Background: an optimization exercise with open tools, aiming at small area. Do not read the settings as production practice.
Function was checked by simulation only, so behaviour that the tests miss may differ from the original.
Power and IR drop assume default switching activity.

==> inputs of 09-06 <==
// exec_cluster
module exec_cluster #(
    parameter int RS_DEPTH = 15
) (
    input  logic               clk,
    input  logic               rst,
    input  logic               ena,
    input  logic               dispatch,
    input  exec_pkg::alu_op_t  op,
    input  exec_pkg::data_t    vj,
    input  exec_pkg::data_t    vk,
    input  exec_pkg::data_t    pc,
    input  exec_pkg::data_t    imm,
    input  exec_pkg::rob_tag_t qj,
    input  exec_pkg::rob_tag_t qk,
    input  exec_pkg::rob_tag_t rd_tag,
    input  exec_pkg::rob_tag_t ls_cdb_tag,
    input  exec_pkg::data_t    ls_cdb_data,
    output logic               has_capacity,
    output exec_pkg::rob_tag_t alu_cdb_tag,
    output exec_pkg::data_t    alu_cdb_data
);
==> module int_alu, before the edit <==
module int_alu (
    input  logic [3:0]  code,
    input  exec_pkg::data_t a,
    input  exec_pkg::data_t b,
    output exec_pkg::data_t result
);
    logic sub, is_sll, is_sh, sel_sum, sel_g, sel_p, is_slt;
    assign sub     = !code[3] && code[0] && (code[2:1] == 2'd0 || code[2:1] == 2'd3);
    assign sel_sum = code[3] || code[2:1] == 2'd0;
    assign is_sll  = !code[3] && code[2:0] == 3'd5;
    assign is_sh   = !code[3] && (code[2:0] == 3'd5 || code[2:0] == 3'd6);
    assign is_slt  = !code[3] && code[2:0] == 3'd7;
    assign sel_g   = !code[3] && (code[2:0] == 3'd2 || code[2:0] == 3'd3);
    assign sel_p   = !code[3] && (code[2:0] == 3'd3 || code[2:0] == 3'd4);
    logic [31:0] bx, p, g, c, sum;
    logic [4:0]  cb;
    assign bx = b ^ {32{sub}};
    assign p  = a ^ bx;
    assign g  = a & bx;
    assign cb[0] = sub;
    always_comb begin
        for (int k = 0; k < 4; k++) begin
            logic gg, pp;
            gg = 1'b0; pp = 1'b1;
            for (int i = 0; i < 8; i++) begin
                c[8*k+i] = gg | (pp & cb[k]);
                gg = g[8*k+i] | (p[8*k+i] & gg);
                pp = pp & p[8*k+i];
            end
            cb[k+1] = gg | (pp & cb[k]);
        end
    end
    assign sum = p ^ c;
    logic lt;
    assign lt = (a[31] ^ b[31]) ? a[31] : sum[31];
    logic [31:0] sh_in, sh_r;
    always_comb for (int i = 0; i < 32; i++) sh_in[i] = is_sll ? a[31-i] : a[i];
    assign sh_r = sh_in >> b[4:0];
    always_comb begin
        for (int i = 0; i < 32; i++) begin
            result[i] = (sel_sum & sum[i]) | (sel_g & g[i]) | (sel_p & p[i])
                      | (is_sh & (is_sll ? sh_r[31-i] : sh_r[i]));
        end
        result[0] = result[0] | (is_slt & lt);
    end
endmodule
==> module exec_cluster, before the edit <==
module exec_cluster #(
    parameter int RS_DEPTH = 15
) (
    input  logic               clk,
    input  logic               rst,
    input  logic               ena,
    input  logic               dispatch,
    input  exec_pkg::alu_op_t  op,
    input  exec_pkg::data_t    vj,
    input  exec_pkg::data_t    vk,
    input  exec_pkg::data_t    pc,
    input  exec_pkg::data_t    imm,
    input  exec_pkg::rob_tag_t qj,
    input  exec_pkg::rob_tag_t qk,
    input  exec_pkg::rob_tag_t rd_tag,
    input  exec_pkg::rob_tag_t ls_cdb_tag,
    input  exec_pkg::data_t    ls_cdb_data,
    output logic               has_capacity,
    output exec_pkg::rob_tag_t alu_cdb_tag,
    output exec_pkg::data_t    alu_cdb_data
);
    logic               issue_valid;
    logic [3:0]         rd_code;
    exec_pkg::data_t    rd_a;
    exec_pkg::data_t    rd_b;
    exec_pkg::rob_tag_t rd_tag_out;
    exec_pkg::data_t    result;
    reservation_station #(
        .RS_DEPTH(RS_DEPTH)
    ) rs0 (
        .clk          (clk),
        .rst          (rst),
        .ena          (ena),
        .dispatch     (dispatch),
        .op           (op),
        .vj           (vj),
        .vk           (vk),
        .qj           (qj),
        .qk           (qk),
        .pc           (pc),
        .imm          (imm),
        .rd_tag       (rd_tag),
        .alu_cdb_tag  (alu_cdb_tag),
        .alu_cdb_data (alu_cdb_data),
        .ls_cdb_tag   (ls_cdb_tag),
        .ls_cdb_data  (ls_cdb_data),
        .has_capacity (has_capacity),
        .issue_valid  (issue_valid),
        .rd_code      (rd_code),
        .rd_a         (rd_a),
        .rd_b         (rd_b),
        .rd_tag_out   (rd_tag_out)
    );
    int_alu alu0 (
        .code   (rd_code),
        .a      (rd_a),
        .b      (rd_b),
        .result (result)
    );
    always_ff @(posedge clk) begin
        if (rst) begin
            alu_cdb_tag <= exec_pkg::no_tag;
        end else if (ena) begin
            alu_cdb_tag <= issue_valid ? rd_tag_out : exec_pkg::no_tag;
        end
    end
    always_ff @(posedge clk) begin
        if (ena) begin
            alu_cdb_data <= result;
        end
    end
endmodule
export LEC_CHECK = 0
export ABC_AREA = 1
export CAP_MARGIN = 20
export CORE_MARGIN = 2
export CORE_UTILIZATION = 55
export CTS_CLUSTER_DIAMETER = 60
export CTS_CLUSTER_SIZE = 20
export SLEW_MARGIN = 20
create_clock -name core_clock -period 10.0 [get_ports {clk}]
run.sh (not shown) runs the stock make flow with config.mk's settings and CLKGATE_MAP_FILE= SYNTH_SCRIPT=/design/flow/synth_recipe.tcl, a recipe that flattens the netlist after the stock synthesis.
==> 06-25: changes against 09-06 <==
--- a/flow/design.v
+++ b/flow/design.v
@@ -176,7 +176,7 @@
 );
     logic sub, is_sll, is_sh, sel_sum, sel_g, sel_p, is_slt;
     assign sub     = !code[3] && code[0] && (code[2:1] == 2'd0 || code[2:1] == 2'd3);
-    assign sel_sum = code[3] || code[2:1] == 2'd0;
+    assign sel_sum = (code[3:1] == 3'b100) || (!code[3] && code[2:1] == 2'd0);
     assign is_sll  = !code[3] && code[2:0] == 3'd5;
     assign is_sh   = !code[3] && (code[2:0] == 3'd5 || code[2:0] == 3'd6);
     assign is_slt  = !code[3] && code[2:0] == 3'd7;
@@ -278,7 +278,7 @@
         if (rst) begin
             alu_cdb_tag <= exec_pkg::no_tag;
         end else if (ena) begin
-            alu_cdb_tag <= issue_valid ? rd_tag_out : exec_pkg::no_tag;
+            alu_cdb_tag <= (issue_valid && rd_code != 4'd15) ? rd_tag_out : exec_pkg::no_tag;
         end
     end
     always_ff @(posedge clk) begin
==> flow/flow/run.sh (new file) <==
#!/bin/bash
# Layout flow: the standard flow (standard.sh), with two changes to how the
# layout is made: each port gets the smallest buffer (buf_1) instead of the
# default delay buffer, and clock-tree synthesis adds no dummy loads.
# Each tool's output goes to a log file of its own in this folder.
set -euo pipefail
W=$(pwd)

cat >> $W/config.mk <<EOF
export BUFFER_PORTS_ARGS = -buffer_cell sky130_fd_sc_hd__buf_1
export CTS_ARGS = -sink_clustering_enable -repair_clock_nets -sink_clustering_size 25 -sink_clustering_max_diameter 80 -dont_use_dummy_load
EOF

bash standard.sh synth > $W/flow_synth.log 2>&1
bash standard.sh > $W/flow_layout.log 2>&1
==> flow/standard.sh (new file) <==
#!/bin/bash
# synth_recipe.tcl (not shown) runs the flow's synth.tcl, then flattens the netlist and writes it again
# the make line also repeats each setting of config.mk as NAME=value (left out here)
make -C /OpenROAD-flow-scripts/flow DESIGN_CONFIG=/design/flow/config.mk WORK_HOME=/design/flow/orfs CLKGATE_MAP_FILE= SYNTH_SCRIPT=/design/flow/synth_recipe.tcl "${@:-finish}"
BUFFER_PORTS_ARGS = -buffer_cell sky130_fd_sc_hd__buf_1   (was default)
CTS_ARGS = -sink_clustering_enable -repair_clock_nets -sink_clustering_size 25 -sink_clustering_max_diameter 80 -dont_use_dummy_load   (was default)
CTS_CLUSTER_DIAMETER = default   (was 60)
CTS_CLUSTER_SIZE = default   (was 20)
removed: flow/run.sh
==> summary.txt <==
metric	06-25	09-06
Cell Pwr Density	157 nW/µm²	178 nW/µm²
Flop-to-flop setup slack	1.87 ns	2.11 ns
Minimum setup slack in the final design	1.87 ns	2.11 ns
Sequential fraction of design power	48.8%	41.9%
Synth Area in Adders	0.714%	0.733%
Clock net power	0.00303 W	0.00480 W
Outcome	finished clean	finished clean
Post-route clock skew	0.113 ns	0.0685 ns
Mapped Cells	8968	8966
Number of non-clock buffers	484	482
Slew at the pin closest to its max-slew limit	1.35 ns	1.29 ns
Detailed-route vias per instance	7.59	7.49
Routed length per instance	36.5 µm	34.6 µm
Placed cells	10300	10300
Max stage delay on crit path	0.90 ns	0.84 ns
Complex-gate fraction of the synthesized area	25.8%	26.1%
Switching share of power	36.1%	36.2%
Clk slew on worst S/H paths	0.11 ns	0.08 ns
Period minus WS final	8.13 ns	7.89 ns
Static leakage	31.3 nW	32.9 nW
Min-Delay Endpoint	rs0.ent_na[6][12]	rs0.ent_nb[7][4]
Count of inserted antenna diode cells	23	17
Fraction of layout cells with a size suffix above 1	6.50%	7.80%

## static timing again, ports no longer ideal
No port has a modelled driver above. Below, the same layouts with a new extraction and two added sets of constraints.
Step 1, drivers: a clkbuf_16 drives clk and a buf_2 each remaining input, both assumed.
Step 2 also shifts input and output timing later by t, the mid clock arrival at the registers, as if the neighbouring blocks saw the same clock.
Three values: ideal ports, drivers, drivers and shift; two values: the first two.
| run | t (ns) | setup slack, ns | worst data-port slew with drivers (ns) |
|---|---|---|---|
| 09-06 | 0.877 | 2.106 / 2.106 / 2.106 | 0.15 |
| 06-25 | 0.799 | 1.869 / 1.869 / 1.623 | 0.17 |
After both steps every run listed still meets setup and hold. For 06-25, which loses most, drivers alone change the setup slack by 0.000 ns; drivers and shift together by -0.246 ns.
